What follows belongs to an exercise in optimizing a design on an open flow for small area and a short achievable clock period; a production flow would make more cautious choices. No functional check of the RTL was part of this run. Power and IR drop assume default switching activity.

### flow/config.mk
export PLATFORM = sky130hd
export DESIGN_NAME = out_layer_top
export DESIGN_NICKNAME = out_layer_top
export VERILOG_FILES = /design/flow/design.v
export SDC_FILE = /design/flow/constraint.sdc
export NUM_CORES = 4
export LEC_CHECK = 0
export CAP_MARGIN = 20
export CORE_MARGIN = 2
export CORE_UTILIZATION = 40
export SLEW_MARGIN = 20
### flow/constraint.sdc
create_clock -name core_clock -period 10.0 [get_ports {clk}]
set_input_delay 2.0000 -clock core_clock [delete_from_list [all_inputs] [get_ports {clk}]]
set_output_delay 2.0000 -clock core_clock [all_outputs]
set_load 0.01 [all_outputs]
### flow/design.v
package out_layer_pkg;
	localparam int FIX_WIDTH = 16;                         
	localparam int INT_BITS  = 5;                          
	localparam int FRAC_BITS = FIX_WIDTH - INT_BITS - 1;   
	localparam int DIFF_WIDTH = FIX_WIDTH + 1;   
	localparam int PROD_WIDTH = 2 * FIX_WIDTH;   
	typedef logic signed [FIX_WIDTH-1:0] fix_t;
	typedef logic signed [DIFF_WIDTH-1:0] diff_t;
	typedef logic signed [PROD_WIDTH-1:0] prod_t;
	localparam fix_t FIX_ONE = fix_t'(2 ** FRAC_BITS);
	localparam fix_t FIX_MAX = {1'b0, {(FIX_WIDTH-1){1'b1}}};   
	localparam fix_t FIX_MIN = {1'b1, {(FIX_WIDTH-1){1'b0}}};   
	localparam int NEURONS      = 16;  
	localparam int LANES        = 4;   
	localparam int LAYERS       = 3;   
	localparam int EXTRA_CLOCKS = 2;   
	localparam int CPC = NEURONS / LANES + EXTRA_CLOCKS;
	localparam int DEPTH = NEURONS / LANES;
	localparam int ANS_DELAY = CPC * (LAYERS - 1);
	localparam int COST_FN = 0;
	localparam int CYC_W  = (CPC > 1) ? $clog2(CPC) : 1;
	localparam int ADDR_W = (DEPTH > 1) ? $clog2(DEPTH) : 1;
	typedef logic [CYC_W-1:0]  cycle_idx_t;   
	typedef logic [ADDR_W-1:0] dmem_addr_t;   
	typedef fix_t [LANES-1:0] fix_lanes_t;
	typedef logic [LANES-1:0] ans_lanes_t;
	typedef struct packed {
		fix_lanes_t act;    
		fix_lanes_t adot;   
	} fwd_sample_t;
	typedef struct packed {
		logic       we;     
		logic       bank;   
		dmem_addr_t addr;
		fix_lanes_t data;
	} dmem_wr_t;
	typedef struct packed {
		logic       bank;
		dmem_addr_t addr;
	} dmem_rd_t;
	localparam int LANES_W = LANES * FIX_WIDTH;           
	localparam int FWD_W   = 2 * LANES_W;                 
	localparam int WR_W    = 2 + ADDR_W + LANES_W;        
	localparam int RD_W    = 1 + ADDR_W;                  
endpackage
`timescale 1ns/1ps
module ans_delay_line (
	input  logic                            clk,
	input  logic                            ok_i,    
	input  logic [out_layer_pkg::LANES-1:0] ans_i,
	output logic [out_layer_pkg::LANES-1:0] ans_o
);
	out_layer_pkg::ans_lanes_t stage_q [out_layer_pkg::ANS_DELAY];
	always_ff @(posedge clk) begin
		stage_q[0] <= ans_i;
		for (int i = 1; i < out_layer_pkg::ANS_DELAY - 1; i++) begin
			stage_q[i] <= stage_q[i-1];
		end
		stage_q[out_layer_pkg::ANS_DELAY-1] <= ok_i ? stage_q[out_layer_pkg::ANS_DELAY-2] : '0;
	end
	assign ans_o = stage_q[out_layer_pkg::ANS_DELAY-1];
endmodule
`timescale 1ns/1ps
module cost_unit (
	input  logic        clk,
	input  logic [15:0] act_i,    
	input  logic [15:0] adot_i,   
	input  logic        y_i,      
	output logic [15:0] del_o     
);
	logic [16:0] diff;
	logic [15:0] d_n;
	logic [16:0] a_ext;
	logic [7:0]  one_n, two_n, neg_n;
	assign diff = {act_i[15], act_i} - {6'd0, y_i, 10'd0};
	assign d_n  = (diff[16] != diff[15]) ? 16'h8000 : diff[15:0];
	assign a_ext = {adot_i, 1'b0};
	for (genvar i = 0; i < 8; i++) begin : g_enc
		logic b2, b1, b0;
		assign b2 = a_ext[2*i+2];
		assign b1 = a_ext[2*i+1];
		assign b0 = a_ext[2*i];
		assign one_n[i] = b1 ^ b0;
		assign two_n[i] = (b2 & ~b1 & ~b0) | (~b2 & b1 & b0);
		assign neg_n[i] = b2 & ~(b1 & b0);
	end
	logic [15:0] d_q;
	logic [7:0]  one_q, two_q, neg_q;
	always_ff @(posedge clk) begin
		d_q   <= d_n;
		one_q <= one_n;
		two_q <= two_n;
		neg_q <= neg_n;
	end
	logic fc10, fc100, fc102, fc104, fc106, fc108, fc110, fc112, fc118, fc124, fc126, fc128, fc130, fc132, fc134, fc136, fc138, fc14, fc140, fc142, fc144, fc146, fc148, fc150, fc152, fc154, fc156, fc158, fc16, fc160, fc162, fc164, fc170, fc172, fc174, fc176, fc178, fc180, fc182, fc184, fc186, fc188, fc190, fc192, fc194, fc196, fc198, fc20, fc200, fc202, fc204, fc206, fc208, fc210, fc212, fc214, fc216, fc218, fc22, fc26, fc28, fc32, fc34, fc38, fc40, fc46, fc48, fc54, fc58, fc6, fc62, fc64, fc66, fc68, fc70, fc72, fc74, fc76, fc78, fc80, fc82, fc84, fc86, fc88, fc90, fc92, fc94, fc96, fc98, fs101, fs103, fs105, fs107, fs109, fs111, fs117, fs123, fs125, fs127, fs129, fs13, fs131, fs133, fs135, fs137, fs139, fs141, fs143, fs145, fs147, fs149, fs15, fs151, fs153, fs155, fs157, fs159, fs161, fs163, fs169, fs171, fs173, fs175, fs177, fs179, fs181, fs183, fs185, fs187, fs189, fs19, fs191, fs193, fs195, fs197, fs199, fs201, fs203, fs205, fs207, fs209, fs21, fs211, fs213, fs215, fs217, fs25, fs27, fs31, fs33, fs37, fs39, fs45, fs47, fs5, fs53, fs57, fs61, fs63, fs65, fs67, fs69, fs71, fs73, fs75, fs77, fs79, fs81, fs83, fs85, fs87, fs89, fs9, fs91, fs93, fs95, fs97, fs99, hc116, hc12, hc120, hc122, hc166, hc168, hc18, hc2, hc24, hc30, hc36, hc4, hc42, hc50, hc52, hc56, hc60, hc8, hs1, hs11, hs115, hs119, hs121, hs165, hs167, hs17, hs23, hs29, hs3, hs35, hs41, hs49, hs51, hs55, hs59, hs7, oc114, oc44, os113, os43, pp0_0, pp0_1, pp0_10, pp0_11, pp0_12, pp0_13, pp0_14, pp0_15, pp0_16, pp0_2, pp0_3, pp0_4, pp0_5, pp0_6, pp0_7, pp0_8, pp0_9, pp1_0, pp1_1, pp1_10, pp1_11, pp1_12, pp1_13, pp1_14, pp1_15, pp1_16, pp1_2, pp1_3, pp1_4, pp1_5, pp1_6, pp1_7, pp1_8, pp1_9, pp2_0, pp2_1, pp2_10, pp2_11, pp2_12, pp2_13, pp2_14, pp2_15, pp2_16, pp2_2, pp2_3, pp2_4, pp2_5, pp2_6, pp2_7, pp2_8, pp2_9, pp3_0, pp3_1, pp3_10, pp3_11, pp3_12, pp3_13, pp3_14, pp3_15, pp3_16, pp3_2, pp3_3, pp3_4, pp3_5, pp3_6, pp3_7, pp3_8, pp3_9, pp4_0, pp4_1, pp4_10, pp4_11, pp4_12, pp4_13, pp4_14, pp4_15, pp4_16, pp4_2, pp4_3, pp4_4, pp4_5, pp4_6, pp4_7, pp4_8, pp4_9, pp5_0, pp5_1, pp5_10, pp5_11, pp5_12, pp5_13, pp5_14, pp5_15, pp5_16, pp5_2, pp5_3, pp5_4, pp5_5, pp5_6, pp5_7, pp5_8, pp5_9, pp6_0, pp6_1, pp6_10, pp6_11, pp6_12, pp6_13, pp6_14, pp6_15, pp6_16, pp6_2, pp6_3, pp6_4, pp6_5, pp6_6, pp6_7, pp6_8, pp6_9, pp7_0, pp7_1, pp7_10, pp7_11, pp7_12, pp7_13, pp7_14, pp7_15, pp7_16, pp7_2, pp7_3, pp7_4, pp7_5, pp7_6, pp7_7, pp7_8, pp7_9;
	assign pp0_0 = ((one_q[0] & d_q[0]) | (two_q[0] & 1'b0)) ^ neg_q[0];
	assign pp0_1 = ((one_q[0] & d_q[1]) | (two_q[0] & d_q[0])) ^ neg_q[0];
	assign pp0_2 = ((one_q[0] & d_q[2]) | (two_q[0] & d_q[1])) ^ neg_q[0];
	assign pp0_3 = ((one_q[0] & d_q[3]) | (two_q[0] & d_q[2])) ^ neg_q[0];
	assign pp0_4 = ((one_q[0] & d_q[4]) | (two_q[0] & d_q[3])) ^ neg_q[0];
	assign pp0_5 = ((one_q[0] & d_q[5]) | (two_q[0] & d_q[4])) ^ neg_q[0];
	assign pp0_6 = ((one_q[0] & d_q[6]) | (two_q[0] & d_q[5])) ^ neg_q[0];
	assign pp0_7 = ((one_q[0] & d_q[7]) | (two_q[0] & d_q[6])) ^ neg_q[0];
	assign pp0_8 = ((one_q[0] & d_q[8]) | (two_q[0] & d_q[7])) ^ neg_q[0];
	assign pp0_9 = ((one_q[0] & d_q[9]) | (two_q[0] & d_q[8])) ^ neg_q[0];
	assign pp0_10 = ((one_q[0] & d_q[10]) | (two_q[0] & d_q[9])) ^ neg_q[0];
	assign pp0_11 = ((one_q[0] & d_q[11]) | (two_q[0] & d_q[10])) ^ neg_q[0];
	assign pp0_12 = ((one_q[0] & d_q[12]) | (two_q[0] & d_q[11])) ^ neg_q[0];
	assign pp0_13 = ((one_q[0] & d_q[13]) | (two_q[0] & d_q[12])) ^ neg_q[0];
	assign pp0_14 = ((one_q[0] & d_q[14]) | (two_q[0] & d_q[13])) ^ neg_q[0];
	assign pp0_15 = ((one_q[0] & d_q[15]) | (two_q[0] & d_q[14])) ^ neg_q[0];
	assign pp0_16 = ((one_q[0] & d_q[15]) | (two_q[0] & d_q[15])) ^ neg_q[0];
	assign pp1_0 = ((one_q[1] & d_q[0]) | (two_q[1] & 1'b0)) ^ neg_q[1];
	assign pp1_1 = ((one_q[1] & d_q[1]) | (two_q[1] & d_q[0])) ^ neg_q[1];
	assign pp1_2 = ((one_q[1] & d_q[2]) | (two_q[1] & d_q[1])) ^ neg_q[1];
	assign pp1_3 = ((one_q[1] & d_q[3]) | (two_q[1] & d_q[2])) ^ neg_q[1];
	assign pp1_4 = ((one_q[1] & d_q[4]) | (two_q[1] & d_q[3])) ^ neg_q[1];
	assign pp1_5 = ((one_q[1] & d_q[5]) | (two_q[1] & d_q[4])) ^ neg_q[1];
	assign pp1_6 = ((one_q[1] & d_q[6]) | (two_q[1] & d_q[5])) ^ neg_q[1];
	assign pp1_7 = ((one_q[1] & d_q[7]) | (two_q[1] & d_q[6])) ^ neg_q[1];
	assign pp1_8 = ((one_q[1] & d_q[8]) | (two_q[1] & d_q[7])) ^ neg_q[1];
	assign pp1_9 = ((one_q[1] & d_q[9]) | (two_q[1] & d_q[8])) ^ neg_q[1];
	assign pp1_10 = ((one_q[1] & d_q[10]) | (two_q[1] & d_q[9])) ^ neg_q[1];
	assign pp1_11 = ((one_q[1] & d_q[11]) | (two_q[1] & d_q[10])) ^ neg_q[1];
	assign pp1_12 = ((one_q[1] & d_q[12]) | (two_q[1] & d_q[11])) ^ neg_q[1];
	assign pp1_13 = ((one_q[1] & d_q[13]) | (two_q[1] & d_q[12])) ^ neg_q[1];
	assign pp1_14 = ((one_q[1] & d_q[14]) | (two_q[1] & d_q[13])) ^ neg_q[1];
	assign pp1_15 = ((one_q[1] & d_q[15]) | (two_q[1] & d_q[14])) ^ neg_q[1];
	assign pp1_16 = ((one_q[1] & d_q[15]) | (two_q[1] & d_q[15])) ^ neg_q[1];
	assign pp2_0 = ((one_q[2] & d_q[0]) | (two_q[2] & 1'b0)) ^ neg_q[2];
	assign pp2_1 = ((one_q[2] & d_q[1]) | (two_q[2] & d_q[0])) ^ neg_q[2];
	assign pp2_2 = ((one_q[2] & d_q[2]) | (two_q[2] & d_q[1])) ^ neg_q[2];
	assign pp2_3 = ((one_q[2] & d_q[3]) | (two_q[2] & d_q[2])) ^ neg_q[2];
	assign pp2_4 = ((one_q[2] & d_q[4]) | (two_q[2] & d_q[3])) ^ neg_q[2];
	assign pp2_5 = ((one_q[2] & d_q[5]) | (two_q[2] & d_q[4])) ^ neg_q[2];
	assign pp2_6 = ((one_q[2] & d_q[6]) | (two_q[2] & d_q[5])) ^ neg_q[2];
	assign pp2_7 = ((one_q[2] & d_q[7]) | (two_q[2] & d_q[6])) ^ neg_q[2];
	assign pp2_8 = ((one_q[2] & d_q[8]) | (two_q[2] & d_q[7])) ^ neg_q[2];
	assign pp2_9 = ((one_q[2] & d_q[9]) | (two_q[2] & d_q[8])) ^ neg_q[2];
	assign pp2_10 = ((one_q[2] & d_q[10]) | (two_q[2] & d_q[9])) ^ neg_q[2];
	assign pp2_11 = ((one_q[2] & d_q[11]) | (two_q[2] & d_q[10])) ^ neg_q[2];
	assign pp2_12 = ((one_q[2] & d_q[12]) | (two_q[2] & d_q[11])) ^ neg_q[2];
	assign pp2_13 = ((one_q[2] & d_q[13]) | (two_q[2] & d_q[12])) ^ neg_q[2];
	assign pp2_14 = ((one_q[2] & d_q[14]) | (two_q[2] & d_q[13])) ^ neg_q[2];
	assign pp2_15 = ((one_q[2] & d_q[15]) | (two_q[2] & d_q[14])) ^ neg_q[2];
	assign pp2_16 = ((one_q[2] & d_q[15]) | (two_q[2] & d_q[15])) ^ neg_q[2];
	assign pp3_0 = ((one_q[3] & d_q[0]) | (two_q[3] & 1'b0)) ^ neg_q[3];
	assign pp3_1 = ((one_q[3] & d_q[1]) | (two_q[3] & d_q[0])) ^ neg_q[3];
	assign pp3_2 = ((one_q[3] & d_q[2]) | (two_q[3] & d_q[1])) ^ neg_q[3];
	assign pp3_3 = ((one_q[3] & d_q[3]) | (two_q[3] & d_q[2])) ^ neg_q[3];
	assign pp3_4 = ((one_q[3] & d_q[4]) | (two_q[3] & d_q[3])) ^ neg_q[3];
	assign pp3_5 = ((one_q[3] & d_q[5]) | (two_q[3] & d_q[4])) ^ neg_q[3];
	assign pp3_6 = ((one_q[3] & d_q[6]) | (two_q[3] & d_q[5])) ^ neg_q[3];
	assign pp3_7 = ((one_q[3] & d_q[7]) | (two_q[3] & d_q[6])) ^ neg_q[3];
	assign pp3_8 = ((one_q[3] & d_q[8]) | (two_q[3] & d_q[7])) ^ neg_q[3];
	assign pp3_9 = ((one_q[3] & d_q[9]) | (two_q[3] & d_q[8])) ^ neg_q[3];
	assign pp3_10 = ((one_q[3] & d_q[10]) | (two_q[3] & d_q[9])) ^ neg_q[3];
	assign pp3_11 = ((one_q[3] & d_q[11]) | (two_q[3] & d_q[10])) ^ neg_q[3];
	assign pp3_12 = ((one_q[3] & d_q[12]) | (two_q[3] & d_q[11])) ^ neg_q[3];
	assign pp3_13 = ((one_q[3] & d_q[13]) | (two_q[3] & d_q[12])) ^ neg_q[3];
	assign pp3_14 = ((one_q[3] & d_q[14]) | (two_q[3] & d_q[13])) ^ neg_q[3];
	assign pp3_15 = ((one_q[3] & d_q[15]) | (two_q[3] & d_q[14])) ^ neg_q[3];
	assign pp3_16 = ((one_q[3] & d_q[15]) | (two_q[3] & d_q[15])) ^ neg_q[3];
	assign pp4_0 = ((one_q[4] & d_q[0]) | (two_q[4] & 1'b0)) ^ neg_q[4];
	assign pp4_1 = ((one_q[4] & d_q[1]) | (two_q[4] & d_q[0])) ^ neg_q[4];
	assign pp4_2 = ((one_q[4] & d_q[2]) | (two_q[4] & d_q[1])) ^ neg_q[4];
	assign pp4_3 = ((one_q[4] & d_q[3]) | (two_q[4] & d_q[2])) ^ neg_q[4];
	assign pp4_4 = ((one_q[4] & d_q[4]) | (two_q[4] & d_q[3])) ^ neg_q[4];
	assign pp4_5 = ((one_q[4] & d_q[5]) | (two_q[4] & d_q[4])) ^ neg_q[4];
	assign pp4_6 = ((one_q[4] & d_q[6]) | (two_q[4] & d_q[5])) ^ neg_q[4];
	assign pp4_7 = ((one_q[4] & d_q[7]) | (two_q[4] & d_q[6])) ^ neg_q[4];
	assign pp4_8 = ((one_q[4] & d_q[8]) | (two_q[4] & d_q[7])) ^ neg_q[4];
	assign pp4_9 = ((one_q[4] & d_q[9]) | (two_q[4] & d_q[8])) ^ neg_q[4];
	assign pp4_10 = ((one_q[4] & d_q[10]) | (two_q[4] & d_q[9])) ^ neg_q[4];
	assign pp4_11 = ((one_q[4] & d_q[11]) | (two_q[4] & d_q[10])) ^ neg_q[4];
	assign pp4_12 = ((one_q[4] & d_q[12]) | (two_q[4] & d_q[11])) ^ neg_q[4];
	assign pp4_13 = ((one_q[4] & d_q[13]) | (two_q[4] & d_q[12])) ^ neg_q[4];
	assign pp4_14 = ((one_q[4] & d_q[14]) | (two_q[4] & d_q[13])) ^ neg_q[4];
	assign pp4_15 = ((one_q[4] & d_q[15]) | (two_q[4] & d_q[14])) ^ neg_q[4];
	assign pp4_16 = ((one_q[4] & d_q[15]) | (two_q[4] & d_q[15])) ^ neg_q[4];
	assign pp5_0 = ((one_q[5] & d_q[0]) | (two_q[5] & 1'b0)) ^ neg_q[5];
	assign pp5_1 = ((one_q[5] & d_q[1]) | (two_q[5] & d_q[0])) ^ neg_q[5];
	assign pp5_2 = ((one_q[5] & d_q[2]) | (two_q[5] & d_q[1])) ^ neg_q[5];
	assign pp5_3 = ((one_q[5] & d_q[3]) | (two_q[5] & d_q[2])) ^ neg_q[5];
	assign pp5_4 = ((one_q[5] & d_q[4]) | (two_q[5] & d_q[3])) ^ neg_q[5];
	assign pp5_5 = ((one_q[5] & d_q[5]) | (two_q[5] & d_q[4])) ^ neg_q[5];
	assign pp5_6 = ((one_q[5] & d_q[6]) | (two_q[5] & d_q[5])) ^ neg_q[5];
	assign pp5_7 = ((one_q[5] & d_q[7]) | (two_q[5] & d_q[6])) ^ neg_q[5];
	assign pp5_8 = ((one_q[5] & d_q[8]) | (two_q[5] & d_q[7])) ^ neg_q[5];
	assign pp5_9 = ((one_q[5] & d_q[9]) | (two_q[5] & d_q[8])) ^ neg_q[5];
	assign pp5_10 = ((one_q[5] & d_q[10]) | (two_q[5] & d_q[9])) ^ neg_q[5];
	assign pp5_11 = ((one_q[5] & d_q[11]) | (two_q[5] & d_q[10])) ^ neg_q[5];
	assign pp5_12 = ((one_q[5] & d_q[12]) | (two_q[5] & d_q[11])) ^ neg_q[5];
	assign pp5_13 = ((one_q[5] & d_q[13]) | (two_q[5] & d_q[12])) ^ neg_q[5];
	assign pp5_14 = ((one_q[5] & d_q[14]) | (two_q[5] & d_q[13])) ^ neg_q[5];
	assign pp5_15 = ((one_q[5] & d_q[15]) | (two_q[5] & d_q[14])) ^ neg_q[5];
	assign pp5_16 = ((one_q[5] & d_q[15]) | (two_q[5] & d_q[15])) ^ neg_q[5];
	assign pp6_0 = ((one_q[6] & d_q[0]) | (two_q[6] & 1'b0)) ^ neg_q[6];
	assign pp6_1 = ((one_q[6] & d_q[1]) | (two_q[6] & d_q[0])) ^ neg_q[6];
	assign pp6_2 = ((one_q[6] & d_q[2]) | (two_q[6] & d_q[1])) ^ neg_q[6];
	assign pp6_3 = ((one_q[6] & d_q[3]) | (two_q[6] & d_q[2])) ^ neg_q[6];
	assign pp6_4 = ((one_q[6] & d_q[4]) | (two_q[6] & d_q[3])) ^ neg_q[6];
	assign pp6_5 = ((one_q[6] & d_q[5]) | (two_q[6] & d_q[4])) ^ neg_q[6];
	assign pp6_6 = ((one_q[6] & d_q[6]) | (two_q[6] & d_q[5])) ^ neg_q[6];
	assign pp6_7 = ((one_q[6] & d_q[7]) | (two_q[6] & d_q[6])) ^ neg_q[6];
	assign pp6_8 = ((one_q[6] & d_q[8]) | (two_q[6] & d_q[7])) ^ neg_q[6];
	assign pp6_9 = ((one_q[6] & d_q[9]) | (two_q[6] & d_q[8])) ^ neg_q[6];
	assign pp6_10 = ((one_q[6] & d_q[10]) | (two_q[6] & d_q[9])) ^ neg_q[6];
	assign pp6_11 = ((one_q[6] & d_q[11]) | (two_q[6] & d_q[10])) ^ neg_q[6];
	assign pp6_12 = ((one_q[6] & d_q[12]) | (two_q[6] & d_q[11])) ^ neg_q[6];
	assign pp6_13 = ((one_q[6] & d_q[13]) | (two_q[6] & d_q[12])) ^ neg_q[6];
	assign pp6_14 = ((one_q[6] & d_q[14]) | (two_q[6] & d_q[13])) ^ neg_q[6];
	assign pp6_15 = ((one_q[6] & d_q[15]) | (two_q[6] & d_q[14])) ^ neg_q[6];
	assign pp6_16 = ((one_q[6] & d_q[15]) | (two_q[6] & d_q[15])) ^ neg_q[6];
	assign pp7_0 = ((one_q[7] & d_q[0]) | (two_q[7] & 1'b0)) ^ neg_q[7];
	assign pp7_1 = ((one_q[7] & d_q[1]) | (two_q[7] & d_q[0])) ^ neg_q[7];
	assign pp7_2 = ((one_q[7] & d_q[2]) | (two_q[7] & d_q[1])) ^ neg_q[7];
	assign pp7_3 = ((one_q[7] & d_q[3]) | (two_q[7] & d_q[2])) ^ neg_q[7];
	assign pp7_4 = ((one_q[7] & d_q[4]) | (two_q[7] & d_q[3])) ^ neg_q[7];
	assign pp7_5 = ((one_q[7] & d_q[5]) | (two_q[7] & d_q[4])) ^ neg_q[7];
	assign pp7_6 = ((one_q[7] & d_q[6]) | (two_q[7] & d_q[5])) ^ neg_q[7];
	assign pp7_7 = ((one_q[7] & d_q[7]) | (two_q[7] & d_q[6])) ^ neg_q[7];
	assign pp7_8 = ((one_q[7] & d_q[8]) | (two_q[7] & d_q[7])) ^ neg_q[7];
	assign pp7_9 = ((one_q[7] & d_q[9]) | (two_q[7] & d_q[8])) ^ neg_q[7];
	assign pp7_10 = ((one_q[7] & d_q[10]) | (two_q[7] & d_q[9])) ^ neg_q[7];
	assign pp7_11 = ((one_q[7] & d_q[11]) | (two_q[7] & d_q[10])) ^ neg_q[7];
	assign pp7_12 = ((one_q[7] & d_q[12]) | (two_q[7] & d_q[11])) ^ neg_q[7];
	assign pp7_13 = ((one_q[7] & d_q[13]) | (two_q[7] & d_q[12])) ^ neg_q[7];
	assign pp7_14 = ((one_q[7] & d_q[14]) | (two_q[7] & d_q[13])) ^ neg_q[7];
	assign pp7_15 = ((one_q[7] & d_q[15]) | (two_q[7] & d_q[14])) ^ neg_q[7];
	assign pp7_16 = ((one_q[7] & d_q[15]) | (two_q[7] & d_q[15])) ^ neg_q[7];
	assign hs1 = pp0_10 ^ pp1_8;
	assign hc2 = pp0_10 & pp1_8;
	assign hs3 = pp0_11 ^ pp1_9;
	assign hc4 = pp0_11 & pp1_9;
	assign fs5 = pp0_12 ^ pp1_10 ^ pp2_8;
	assign fc6 = (pp0_12 & pp1_10) | (pp0_12 & pp2_8) | (pp1_10 & pp2_8);
	assign hs7 = pp3_6 ^ pp4_4;
	assign hc8 = pp3_6 & pp4_4;
	assign fs9 = pp0_13 ^ pp1_11 ^ pp2_9;
	assign fc10 = (pp0_13 & pp1_11) | (pp0_13 & pp2_9) | (pp1_11 & pp2_9);
	assign hs11 = pp3_7 ^ pp4_5;
	assign hc12 = pp3_7 & pp4_5;
	assign fs13 = pp0_14 ^ pp1_12 ^ pp2_10;
	assign fc14 = (pp0_14 & pp1_12) | (pp0_14 & pp2_10) | (pp1_12 & pp2_10);
	assign fs15 = pp3_8 ^ pp4_6 ^ pp5_4;
	assign fc16 = (pp3_8 & pp4_6) | (pp3_8 & pp5_4) | (pp4_6 & pp5_4);
	assign hs17 = pp6_2 ^ pp7_0;
	assign hc18 = pp6_2 & pp7_0;
	assign fs19 = pp0_15 ^ pp1_13 ^ pp2_11;
	assign fc20 = (pp0_15 & pp1_13) | (pp0_15 & pp2_11) | (pp1_13 & pp2_11);
	assign fs21 = pp3_9 ^ pp4_7 ^ pp5_5;
	assign fc22 = (pp3_9 & pp4_7) | (pp3_9 & pp5_5) | (pp4_7 & pp5_5);
	assign hs23 = pp6_3 ^ pp7_1;
	assign hc24 = pp6_3 & pp7_1;
	assign fs25 = pp0_16 ^ pp1_14 ^ pp2_12;
	assign fc26 = (pp0_16 & pp1_14) | (pp0_16 & pp2_12) | (pp1_14 & pp2_12);
	assign fs27 = pp3_10 ^ pp4_8 ^ pp5_6;
	assign fc28 = (pp3_10 & pp4_8) | (pp3_10 & pp5_6) | (pp4_8 & pp5_6);
	assign hs29 = pp6_4 ^ pp7_2;
	assign hc30 = pp6_4 & pp7_2;
	assign fs31 = pp0_16 ^ pp1_15 ^ pp2_13;
	assign fc32 = (pp0_16 & pp1_15) | (pp0_16 & pp2_13) | (pp1_15 & pp2_13);
	assign fs33 = pp3_11 ^ pp4_9 ^ pp5_7;
	assign fc34 = (pp3_11 & pp4_9) | (pp3_11 & pp5_7) | (pp4_9 & pp5_7);
	assign hs35 = pp6_5 ^ pp7_3;
	assign hc36 = pp6_5 & pp7_3;
	assign fs37 = ~pp0_16 ^ ~pp1_16 ^ pp2_14;
	assign fc38 = (~pp0_16 & ~pp1_16) | (~pp0_16 & pp2_14) | (~pp1_16 & pp2_14);
	assign fs39 = pp3_12 ^ pp4_10 ^ pp5_8;
	assign fc40 = (pp3_12 & pp4_10) | (pp3_12 & pp5_8) | (pp4_10 & pp5_8);
	assign hs41 = pp6_6 ^ pp7_4;
	assign hc42 = pp6_6 & pp7_4;
	assign os43 = ~(pp2_15 ^ pp3_13);
	assign oc44 = pp2_15 | pp3_13;
	assign fs45 = pp4_11 ^ pp5_9 ^ pp6_7;
	assign fc46 = (pp4_11 & pp5_9) | (pp4_11 & pp6_7) | (pp5_9 & pp6_7);
	assign fs47 = ~pp2_16 ^ pp3_14 ^ pp4_12;
	assign fc48 = (~pp2_16 & pp3_14) | (~pp2_16 & pp4_12) | (pp3_14 & pp4_12);
	assign hs49 = pp0_6 ^ pp1_4;
	assign hc50 = pp0_6 & pp1_4;
	assign hs51 = pp0_7 ^ pp1_5;
	assign hc52 = pp0_7 & pp1_5;
	assign fs53 = pp0_8 ^ pp1_6 ^ pp2_4;
	assign fc54 = (pp0_8 & pp1_6) | (pp0_8 & pp2_4) | (pp1_6 & pp2_4);
	assign hs55 = pp3_2 ^ pp4_0;
	assign hc56 = pp3_2 & pp4_0;
	assign fs57 = pp0_9 ^ pp1_7 ^ pp2_5;
	assign fc58 = (pp0_9 & pp1_7) | (pp0_9 & pp2_5) | (pp1_7 & pp2_5);
	assign hs59 = pp3_3 ^ pp4_1;
	assign hc60 = pp3_3 & pp4_1;
	assign fs61 = hs1 ^ pp2_6 ^ pp3_4;
	assign fc62 = (hs1 & pp2_6) | (hs1 & pp3_4) | (pp2_6 & pp3_4);
	assign fs63 = pp4_2 ^ pp5_0 ^ neg_q[5];
	assign fc64 = (pp4_2 & pp5_0) | (pp4_2 & neg_q[5]) | (pp5_0 & neg_q[5]);
	assign fs65 = hs3 ^ pp2_7 ^ pp3_5;
	assign fc66 = (hs3 & pp2_7) | (hs3 & pp3_5) | (pp2_7 & pp3_5);
	assign fs67 = pp4_3 ^ pp5_1 ^ hc2;
	assign fc68 = (pp4_3 & pp5_1) | (pp4_3 & hc2) | (pp5_1 & hc2);
	assign fs69 = fs5 ^ hs7 ^ pp5_2;
	assign fc70 = (fs5 & hs7) | (fs5 & pp5_2) | (hs7 & pp5_2);
	assign fs71 = pp6_0 ^ neg_q[6] ^ hc4;
	assign fc72 = (pp6_0 & neg_q[6]) | (pp6_0 & hc4) | (neg_q[6] & hc4);
	assign fs73 = fs9 ^ hs11 ^ pp5_3;
	assign fc74 = (fs9 & hs11) | (fs9 & pp5_3) | (hs11 & pp5_3);
	assign fs75 = pp6_1 ^ fc6 ^ hc8;
	assign fc76 = (pp6_1 & fc6) | (pp6_1 & hc8) | (fc6 & hc8);
	assign fs77 = fs13 ^ fs15 ^ hs17;
	assign fc78 = (fs13 & fs15) | (fs13 & hs17) | (fs15 & hs17);
	assign fs79 = neg_q[7] ^ fc10 ^ hc12;
	assign fc80 = (neg_q[7] & fc10) | (neg_q[7] & hc12) | (fc10 & hc12);
	assign fs81 = fs19 ^ fs21 ^ hs23;
	assign fc82 = (fs19 & fs21) | (fs19 & hs23) | (fs21 & hs23);
	assign fs83 = fc14 ^ fc16 ^ hc18;
	assign fc84 = (fc14 & fc16) | (fc14 & hc18) | (fc16 & hc18);
	assign fs85 = fs25 ^ fs27 ^ hs29;
	assign fc86 = (fs25 & fs27) | (fs25 & hs29) | (fs27 & hs29);
	assign fs87 = fc20 ^ fc22 ^ hc24;
	assign fc88 = (fc20 & fc22) | (fc20 & hc24) | (fc22 & hc24);
	assign fs89 = fs31 ^ fs33 ^ hs35;
	assign fc90 = (fs31 & fs33) | (fs31 & hs35) | (fs33 & hs35);
	assign fs91 = fc26 ^ fc28 ^ hc30;
	assign fc92 = (fc26 & fc28) | (fc26 & hc30) | (fc28 & hc30);
	assign fs93 = fs37 ^ fs39 ^ hs41;
	assign fc94 = (fs37 & fs39) | (fs37 & hs41) | (fs39 & hs41);
	assign fs95 = fc32 ^ fc34 ^ hc36;
	assign fc96 = (fc32 & fc34) | (fc32 & hc36) | (fc34 & hc36);
	assign fs97 = os43 ^ fs45 ^ pp7_5;
	assign fc98 = (os43 & fs45) | (os43 & pp7_5) | (fs45 & pp7_5);
	assign fs99 = fc38 ^ fc40 ^ hc42;
	assign fc100 = (fc38 & fc40) | (fc38 & hc42) | (fc40 & hc42);
	assign fs101 = fs47 ^ pp5_10 ^ pp6_8;
	assign fc102 = (fs47 & pp5_10) | (fs47 & pp6_8) | (pp5_10 & pp6_8);
	assign fs103 = pp7_6 ^ oc44 ^ fc46;
	assign fc104 = (pp7_6 & oc44) | (pp7_6 & fc46) | (oc44 & fc46);
	assign fs105 = ~pp3_15 ^ pp4_13 ^ pp5_11;
	assign fc106 = (~pp3_15 & pp4_13) | (~pp3_15 & pp5_11) | (pp4_13 & pp5_11);
	assign fs107 = pp6_9 ^ pp7_7 ^ fc48;
	assign fc108 = (pp6_9 & pp7_7) | (pp6_9 & fc48) | (pp7_7 & fc48);
	assign fs109 = ~pp3_16 ^ pp4_14 ^ pp5_12;
	assign fc110 = (~pp3_16 & pp4_14) | (~pp3_16 & pp5_12) | (pp4_14 & pp5_12);
	assign fs111 = pp6_10 ^ pp7_8 ^ pp3_15;
	assign fc112 = (pp6_10 & pp7_8) | (pp6_10 & pp3_15) | (pp7_8 & pp3_15);
	assign os113 = ~(pp4_15 ^ pp5_13);
	assign oc114 = pp4_15 | pp5_13;
	assign hs115 = pp6_11 ^ pp7_9;
	assign hc116 = pp6_11 & pp7_9;
	assign fs117 = ~pp4_16 ^ pp5_14 ^ pp6_12;
	assign fc118 = (~pp4_16 & pp5_14) | (~pp4_16 & pp6_12) | (pp5_14 & pp6_12);
	assign hs119 = pp0_4 ^ pp1_2;
	assign hc120 = pp0_4 & pp1_2;
	assign hs121 = pp0_5 ^ pp1_3;
	assign hc122 = pp0_5 & pp1_3;
	assign fs123 = hs49 ^ pp2_2 ^ pp3_0;
	assign fc124 = (hs49 & pp2_2) | (hs49 & pp3_0) | (pp2_2 & pp3_0);
	assign fs125 = hs51 ^ pp2_3 ^ pp3_1;
	assign fc126 = (hs51 & pp2_3) | (hs51 & pp3_1) | (pp2_3 & pp3_1);
	assign fs127 = fs53 ^ hs55 ^ neg_q[4];
	assign fc128 = (fs53 & hs55) | (fs53 & neg_q[4]) | (hs55 & neg_q[4]);
	assign fs129 = fs57 ^ hs59 ^ fc54;
	assign fc130 = (fs57 & hs59) | (fs57 & fc54) | (hs59 & fc54);
	assign fs131 = fs61 ^ fs63 ^ fc58;
	assign fc132 = (fs61 & fs63) | (fs61 & fc58) | (fs63 & fc58);
	assign fs133 = fs65 ^ fs67 ^ fc62;
	assign fc134 = (fs65 & fs67) | (fs65 & fc62) | (fs67 & fc62);
	assign fs135 = fs69 ^ fs71 ^ fc66;
	assign fc136 = (fs69 & fs71) | (fs69 & fc66) | (fs71 & fc66);
	assign fs137 = fs73 ^ fs75 ^ fc70;
	assign fc138 = (fs73 & fs75) | (fs73 & fc70) | (fs75 & fc70);
	assign fs139 = fs77 ^ fs79 ^ fc74;
	assign fc140 = (fs77 & fs79) | (fs77 & fc74) | (fs79 & fc74);
	assign fs141 = fs81 ^ fs83 ^ fc78;
	assign fc142 = (fs81 & fs83) | (fs81 & fc78) | (fs83 & fc78);
	assign fs143 = fs85 ^ fs87 ^ fc82;
	assign fc144 = (fs85 & fs87) | (fs85 & fc82) | (fs87 & fc82);
	assign fs145 = fs89 ^ fs91 ^ fc86;
	assign fc146 = (fs89 & fs91) | (fs89 & fc86) | (fs91 & fc86);
	assign fs147 = fs93 ^ fs95 ^ fc90;
	assign fc148 = (fs93 & fs95) | (fs93 & fc90) | (fs95 & fc90);
	assign fs149 = fs97 ^ fs99 ^ fc94;
	assign fc150 = (fs97 & fs99) | (fs97 & fc94) | (fs99 & fc94);
	assign fs151 = fs101 ^ fs103 ^ fc98;
	assign fc152 = (fs101 & fs103) | (fs101 & fc98) | (fs103 & fc98);
	assign fs153 = fs105 ^ fs107 ^ fc102;
	assign fc154 = (fs105 & fs107) | (fs105 & fc102) | (fs107 & fc102);
	assign fs155 = fs109 ^ fs111 ^ fc106;
	assign fc156 = (fs109 & fs111) | (fs109 & fc106) | (fs111 & fc106);
	assign fs157 = os113 ^ hs115 ^ fc110;
	assign fc158 = (os113 & hs115) | (os113 & fc110) | (hs115 & fc110);
	assign fs159 = fs117 ^ pp7_10 ^ oc114;
	assign fc160 = (fs117 & pp7_10) | (fs117 & oc114) | (pp7_10 & oc114);
	assign fs161 = ~pp5_15 ^ pp6_13 ^ pp7_11;
	assign fc162 = (~pp5_15 & pp6_13) | (~pp5_15 & pp7_11) | (pp6_13 & pp7_11);
	assign fs163 = ~pp5_16 ^ pp6_14 ^ pp7_12;
	assign fc164 = (~pp5_16 & pp6_14) | (~pp5_16 & pp7_12) | (pp6_14 & pp7_12);
	assign hs165 = pp0_2 ^ pp1_0;
	assign hc166 = pp0_2 & pp1_0;
	assign hs167 = pp0_3 ^ pp1_1;
	assign hc168 = pp0_3 & pp1_1;
	assign fs169 = hs119 ^ pp2_0 ^ neg_q[2];
	assign fc170 = (hs119 & pp2_0) | (hs119 & neg_q[2]) | (pp2_0 & neg_q[2]);
	assign fs171 = hs121 ^ pp2_1 ^ hc120;
	assign fc172 = (hs121 & pp2_1) | (hs121 & hc120) | (pp2_1 & hc120);
	assign fs173 = fs123 ^ neg_q[3] ^ hc122;
	assign fc174 = (fs123 & neg_q[3]) | (fs123 & hc122) | (neg_q[3] & hc122);
	assign fs175 = fs125 ^ hc50 ^ fc124;
	assign fc176 = (fs125 & hc50) | (fs125 & fc124) | (hc50 & fc124);
	assign fs177 = fs127 ^ hc52 ^ fc126;
	assign fc178 = (fs127 & hc52) | (fs127 & fc126) | (hc52 & fc126);
	assign fs179 = fs129 ^ hc56 ^ fc128;
	assign fc180 = (fs129 & hc56) | (fs129 & fc128) | (hc56 & fc128);
	assign fs181 = fs131 ^ hc60 ^ fc130;
	assign fc182 = (fs131 & hc60) | (fs131 & fc130) | (hc60 & fc130);
	assign fs183 = fs133 ^ fc64 ^ fc132;
	assign fc184 = (fs133 & fc64) | (fs133 & fc132) | (fc64 & fc132);
	assign fs185 = fs135 ^ fc68 ^ fc134;
	assign fc186 = (fs135 & fc68) | (fs135 & fc134) | (fc68 & fc134);
	assign fs187 = fs137 ^ fc72 ^ fc136;
	assign fc188 = (fs137 & fc72) | (fs137 & fc136) | (fc72 & fc136);
	assign fs189 = fs139 ^ fc76 ^ fc138;
	assign fc190 = (fs139 & fc76) | (fs139 & fc138) | (fc76 & fc138);
	assign fs191 = fs141 ^ fc80 ^ fc140;
	assign fc192 = (fs141 & fc80) | (fs141 & fc140) | (fc80 & fc140);
	assign fs193 = fs143 ^ fc84 ^ fc142;
	assign fc194 = (fs143 & fc84) | (fs143 & fc142) | (fc84 & fc142);
	assign fs195 = fs145 ^ fc88 ^ fc144;
	assign fc196 = (fs145 & fc88) | (fs145 & fc144) | (fc88 & fc144);
	assign fs197 = fs147 ^ fc92 ^ fc146;
	assign fc198 = (fs147 & fc92) | (fs147 & fc146) | (fc92 & fc146);
	assign fs199 = fs149 ^ fc96 ^ fc148;
	assign fc200 = (fs149 & fc96) | (fs149 & fc148) | (fc96 & fc148);
	assign fs201 = fs151 ^ fc100 ^ fc150;
	assign fc202 = (fs151 & fc100) | (fs151 & fc150) | (fc100 & fc150);
	assign fs203 = fs153 ^ fc104 ^ fc152;
	assign fc204 = (fs153 & fc104) | (fs153 & fc152) | (fc104 & fc152);
	assign fs205 = fs155 ^ fc108 ^ fc154;
	assign fc206 = (fs155 & fc108) | (fs155 & fc154) | (fc108 & fc154);
	assign fs207 = fs157 ^ fc112 ^ fc156;
	assign fc208 = (fs157 & fc112) | (fs157 & fc156) | (fc112 & fc156);
	assign fs209 = fs159 ^ hc116 ^ fc158;
	assign fc210 = (fs159 & hc116) | (fs159 & fc158) | (hc116 & fc158);
	assign fs211 = fs161 ^ fc118 ^ fc160;
	assign fc212 = (fs161 & fc118) | (fs161 & fc160) | (fc118 & fc160);
	assign fs213 = fs163 ^ pp5_15 ^ fc162;
	assign fc214 = (fs163 & pp5_15) | (fs163 & fc162) | (pp5_15 & fc162);
	assign fs215 = ~pp6_15 ^ pp7_13 ^ fc164;
	assign fc216 = (~pp6_15 & pp7_13) | (~pp6_15 & fc164) | (pp7_13 & fc164);
	assign fs217 = ~pp6_16 ^ pp7_14 ^ pp6_15;
	assign fc218 = (~pp6_16 & pp7_14) | (~pp6_16 & pp6_15) | (pp7_14 & pp6_15);
	logic [31:0] row_a, row_b;
	assign row_a = {1'b1, ~pp7_16, ~pp7_15, fs217, fs215, fs213, fs211, fs209, fs207, fs205, fs203, fs201, fs199, fs197, fs195, fs193, fs191, fs189, fs187, fs185, fs183, fs181, fs179, fs177, fs175, fs173, fs171, fs169, hs167, hs165, pp0_1, pp0_0};
	assign row_b = {1'b0, pp7_15, fc218, fc216, fc214, fc212, fc210, fc208, fc206, fc204, fc202, fc200, fc198, fc196, fc194, fc192, fc190, fc188, fc186, fc184, fc182, fc180, fc178, fc176, fc174, fc172, fc170, hc168, hc166, neg_q[1], 1'b0, neg_q[0]};
	logic [10:0] lo_sum;
	assign lo_sum = {1'b0, row_a[9:0]} + {1'b0, row_b[9:0]};
	logic [21:0] hi_a_q, hi_b_q;
	logic        cin_q;
	always_ff @(posedge clk) begin
		hi_a_q <= row_a[31:10];
		hi_b_q <= row_b[31:10];
		cin_q  <= lo_sum[10];
	end
	logic [21:0] q;
	logic        ovf;
	assign q   = hi_a_q + hi_b_q + {21'd0, cin_q};
	assign ovf = ~((&q[21:15]) | ~(|q[21:15]));
	always_ff @(posedge clk) begin
		del_o <= ovf ? {q[21], {15{~q[21]}}} : q[15:0];
	end
endmodule
`timescale 1ns/1ps
module delta_bank_ctrl (
	input  logic                      clk,
	input  logic                      rst_n_i,
	input  out_layer_pkg::cycle_idx_t cycle_index_i,
	output logic                      blk_ok_o,   
	output logic                      ans_ok_o    
);
	logic blk1_q;   
	logic blk2_q;   
	logic last;     
	assign last = (cycle_index_i == out_layer_pkg::cycle_idx_t'(out_layer_pkg::CPC - 1));
	always_ff @(posedge clk) begin
		if (!rst_n_i) begin
			blk1_q <= 1'b0;
			blk2_q <= 1'b0;
		end else begin
			blk1_q <= blk1_q | last;
			blk2_q <= blk2_q | (blk1_q & last);
		end
	end
	assign blk_ok_o = blk1_q;
	assign ans_ok_o = rst_n_i & (blk2_q | (blk1_q & last));
endmodule
`timescale 1ns/1ps
module delta_mem_bank (
	input  logic                              clk,
	input  logic                              ok_i,    
	input  logic [out_layer_pkg::LANES_W-1:0] del_i,   
	output logic [out_layer_pkg::LANES_W-1:0] del_o    
);
	out_layer_pkg::fix_lanes_t stage_q [3];
	out_layer_pkg::fix_lanes_t out_q;
	always_ff @(posedge clk) begin
		stage_q[0] <= del_i;
		stage_q[1] <= stage_q[0];
		stage_q[2] <= stage_q[1];
		out_q      <= ok_i ? stage_q[2] : '0;
	end
	assign del_o = out_q;
endmodule
`timescale 1ns/1ps
module out_layer_top (
	input  logic                                  clk,
	input  logic                                  rst_n_i,
	input  logic [out_layer_pkg::CYC_W-1:0]       cycle_index_i,   
	input  logic                                  cycle_clk_i,     
	input  logic [2*out_layer_pkg::LANES*out_layer_pkg::FIX_WIDTH-1:0] fwd_i,  
	input  logic [out_layer_pkg::LANES-1:0]       ans_i,           
	output logic [out_layer_pkg::LANES*out_layer_pkg::FIX_WIDTH-1:0] del_o,  
	output logic [out_layer_pkg::LANES-1:0]       ans_o            
);
	localparam int FW = out_layer_pkg::FIX_WIDTH;
	localparam int LW = out_layer_pkg::LANES_W;
	logic                              blk_ok;     
	logic                              ans_ok;     
	logic [out_layer_pkg::LANES-1:0]   ans_dly;    
	logic [LW-1:0]                     del_calc;   
	delta_bank_ctrl i_delta_bank_ctrl (
		.clk           (clk),
		.rst_n_i       (rst_n_i),
		.cycle_index_i (cycle_index_i),
		.blk_ok_o      (blk_ok),
		.ans_ok_o      (ans_ok)
	);
	ans_delay_line i_ans_delay_line (
		.clk     (clk),
		.ok_i    (ans_ok),
		.ans_i   (ans_i),
		.ans_o   (ans_dly)
	);
	assign ans_o = ans_dly;
	for (genvar l = 0; l < out_layer_pkg::LANES; l++) begin : g_lane
		cost_unit i_cost_unit (
			.clk    (clk),
			.act_i  (fwd_i[LW + l*FW +: FW]),
			.adot_i (fwd_i[l*FW +: FW]),
			.y_i    (ans_dly[l]),
			.del_o  (del_calc[l*FW +: FW])
		);
	end
	delta_mem_bank i_delta_mem_bank (
		.clk     (clk),
		.ok_i    (blk_ok),
		.del_i   (del_calc),
		.del_o   (del_o)
	);
endmodule
### flow/run.sh
#!/bin/bash
# synth_recipe.tcl (not shown) runs the flow's synth.tcl, then flattens the netlist and writes it again
# the make line also repeats each setting of config.mk as NAME=value (left out here)
make -C /OpenROAD-flow-scripts/flow DESIGN_CONFIG=/design/flow/config.mk WORK_HOME=/design/flow/orfs CLKGATE_MAP_FILE= SYNTH_SCRIPT=/design/flow/synth_recipe.tcl finish
==> run summary <==
## placed cells by master (no fill, tap or decap), drive strengths merged, types with 111 or more instances in the layout
cell type / n
dfxtp: 702
a22oi: 476
inv: 461
xnor2: 416
fa: 352
ha: 228
clkdlybuf4s50: 204
xor2: 190
o21ai: 118
and2: 116
a21oi: 111
## cells by family (layout without fill, tap and decap cells)
| logic type | after synthesis | in the layout | share of synthesized area |
|---|---|---|---|
| compound gates | 910 | 910 | 0.155 |
| xor+xnor | 606 | 606 | 0.127 |
| fa+ha+maj | 580 | 580 | 0.238 |
| buf+inv | 766 | 820 | 0.0705 |
| flops | 702 | 702 | 0.337 |
| mux | 15 | 15 | 0.00390 |
| other cells | 0 | 3 | 0 |
| simple gates | 519 | 519 | 0.0681 |
## where the power goes
part / switching [mW] / total [mW] / internal [mW]
clock: 1.20 / 3.22 / 2.03
sequential: 0.456 / 4.25 / 3.79
combinational: 4.16 / 7.23 / 3.07
total: 5.81 / 14.7 / 8.89
## stage by stage
stage	hold slack, ns	power (mW)	area [sq um]
global route	0.325	16.2	47300
floorplan	0.310	9.72	41700
finish	0.314	14.7	47300
CTS	0.316	14.9	47300
global placement	0.310	11.5	44300
detailed placement	0.312	11.6	44300
## how the worst max path moves through the flow
stage	end	slack [ns]	depth (start not counted)
floorplan	g_lane[1].i_cost_unit.hi_a_q[5]$_DFF_P_	6.43	10
global placement	g_lane[3].i_cost_unit.del_o[10]$_DFF_P_	5.95	11
detailed placement	g_lane[1].i_cost_unit.d_q[4]$_SDFF_PP0_	5.93	7
CTS	g_lane[2].i_cost_unit.del_o[14]$_DFF_P_	6.00	11
global route	g_lane[3].i_cost_unit.del_o[0]$_DFF_P_	5.85	11
finish	g_lane[3].i_cost_unit.del_o[0]$_DFF_P_	6.01	11
## worst max-delay path, delay by kind of cell (launching register included)
family	cells	cell delay, ns
adder cells (fa/ha/maj)	2	0.91
flip-flops	1	0.31
AO/OA/AOI/OAI	3	0.70
AND/OR/NAND/NOR	5	1.86
buffers and inverters	1	0.05
## routing by layer
| layer | vias to the layer above | global-route usage | part of all wire |
|---|---|---|---|
| met5 | - | 0 | 0.00024 |
| met4 | 4 | 0.0547 | 0.026 |
| met3 | 170 | 0.0369 | 0.063 |
| met2 | 797 | 0.286 | 0.45 |
| met1 | 13700 | 0.246 | 0.46 |
| li1 | 13600 | - | - |
## flip-flops by register name (all words and copies together) (netlist names)
register and count:
i_delta_mem_bank.out_q 64, g_lane.i_cost_unit.d_q 64, g_lane.i_cost_unit.neg_q 32, i_delta_bank_ctrl.blk1_q 1, g_lane.i_cost_unit.del_o 64, g_lane.i_cost_unit.hi_b_q 84
i_delta_bank_ctrl.blk2_q 1, g_lane.i_cost_unit.two_q 32, g_lane.i_cost_unit.cin_q 4, g_lane.i_cost_unit.one_q 32, i_ans_delay_line.stage_q 48, i_delta_mem_bank.stage_q 192
g_lane.i_cost_unit.hi_a_q 84
## area by class of cell
type / count / area, sq um
repair buffers: 218 / 2150
clock inverters: 45 / 763
well taps: 1380 / 1730
fillers: 9670 / 56200
inverters: 456 / 1710
flip-flops and latches: 702 / 14100
clock buffers: 101 / 2190
diodes: 3 / 7.51
multi-input cells: 2630 / 24700
==> run summary <==
outcome no timing/DRC/antenna violations; vias in the first global route about 28000; Resized cells post-CTS 0; DIE WIDTH ~330 um; gr usage total 0.180; Avg Vias per Cell slightly above 5; type of origin of the critical path flop; number of enable flip-flop cells after synthesis 0; DRT iter0 DRCs around 1900; CP Max Fanout 16; largest cells by area after synthesis dfxtp_1 34%, fa_1 17%, xnor2_1 8.7%; Worst-path clk slew around 0.06 ns; port bufs ~200; RSZ-0062 raised after global routing false; Final Hold Vio Count 0; Final setup viols 0; VDD IR max 168 uV; Min-Delay Path Depth 0; Worst R2R Start g_lane[3].i_cost_unit.cin_q$_DFF_P_; post-route insts no fill between 5000 and 6000; Async SR Flop Fraction 0; clock latency (worst-skew pair) approximately 0.65 ns; Final WS setup about 6.0 ns; Syn Area/Cell 10.2 sq um; total wire length approximately 96000 um; first-pass GRT wire length about 160000 um; pin count of the biggest net entering global routing between 60 and 70; Root Driver clkbuf_16; post-CTS setup buffers 0; f_max 251 MHz; Core Util, Final 0.457; # DRC 0; Clock Sinks 702; worst slew pin tran between 1 and 1.5 ns; total grt overflow 0; R2R Setup Slk roughly 6 ns; Cells after Synth 4098; hold path endpoint i_ans_delay_line.stage_q[6][3]$_DFF_P_; Routed Antenna Nets 0; HP Class flop to flop; Leakage ~20 nW; YS warnings 6; GP Congestion between 0.8 and 0.9; TritonCTS Buffers 79; io pins 206; H-tree Lvls 3; Starting Density 0.403; crit path time final 3.99 ns; max cap viols 0; CP Class flop to flop; routed wire length per instance between 15 and 20 um; die area approximately 110000 sq um; Synth top area share 0.337; CTS tree built; FF-to-FF path depth 11; clock skew between 0.03 and 0.04 ns; vias post-DR approximately 28000; unique cell type count in the Yosys netlist 79; Pwr Density approximately 310 nW/um^2; 1st-pass router iterations 6; num rows about 120; slowest stage cell, crit path nor2_1; leading area contributor after synthesis dfxtp_1; Die Span Y about 330 um; Hold Startpoint i_ans_delay_line.stage_q[5][3]$_DFF_P_; core area a little over 100000 sq um; cell area after synthesis 41700 sq um; Worst slew margin 0.248; fin crit share 0.399; top cells by count, synth 702 x dfxtp_1, 476 x a22oi_1, 452 x inv_1; post-synthesis register bit count around 700; FF-to-FF End g_lane[3].i_cost_unit.del_o[0]$_DFF_P_; syn_nets between 4000 and 5000; CP Launch Point g_lane[3].i_cost_unit.cin_q$_DFF_P_; Seq/Total Area, Yosys 0.337; share of layout cells above drive strength 1 0.0472; Worst path max stage delay roughly 0.87 ns; CP Cell Sequence inv_1 -> fa_1 -> fa_1 -> nand2b_1 -> a21o_1 -> a2111o_1 -> nand3_1 -> nand3_1 -> nor2_1 -> and4_1 -> a311oi_1; CTS Hold Buffers Added 0; layout overhead on the synthesized area 13.5%; final setup TNS 0 ns; final net count just under 5000; clock buffer depth 3; worst endpoint required time 10.48 ns; DPL Wire Length approximately 69000 um; Main synth FF type dfxtp_1; count leader, synth dfxtp_1; Setup Slack @ Placement between 5 and 6 ns; initial antenna violation count 8; Final Max Tran Viols 0; Inst Count DP 5386; Crit. End Element flop; arrival time worst endpoint between 4 and 5 ns

what the ideal ports hide:
How much do the figures lean on ideal ports? The routed layout below was timed once more, with nothing changed but the port constraints. Step 1, drivers: a clkbuf_16 drives clk and a buf_2 each remaining input, both assumed. Step 2 moves the port delays by t, midway between the first and last clock arrival at a register: inputs arrive t later, outputs are due t later. That takes back most of the time a late clock gives input paths. Slacks: ideal ports / drivers / drivers and shift; pairs: ideal ports / drivers.
t, ns: 0.702
slack for setup (ns): 6.010 / 6.010 / 5.960
worst slew at a driven data input, ns: 0.23
pins driven straight from the clock port: 1
After both steps this run still meets setup and hold. For this run, drivers alone change the setup slack by 0.000 ns; drivers and shift together by -0.050 ns.
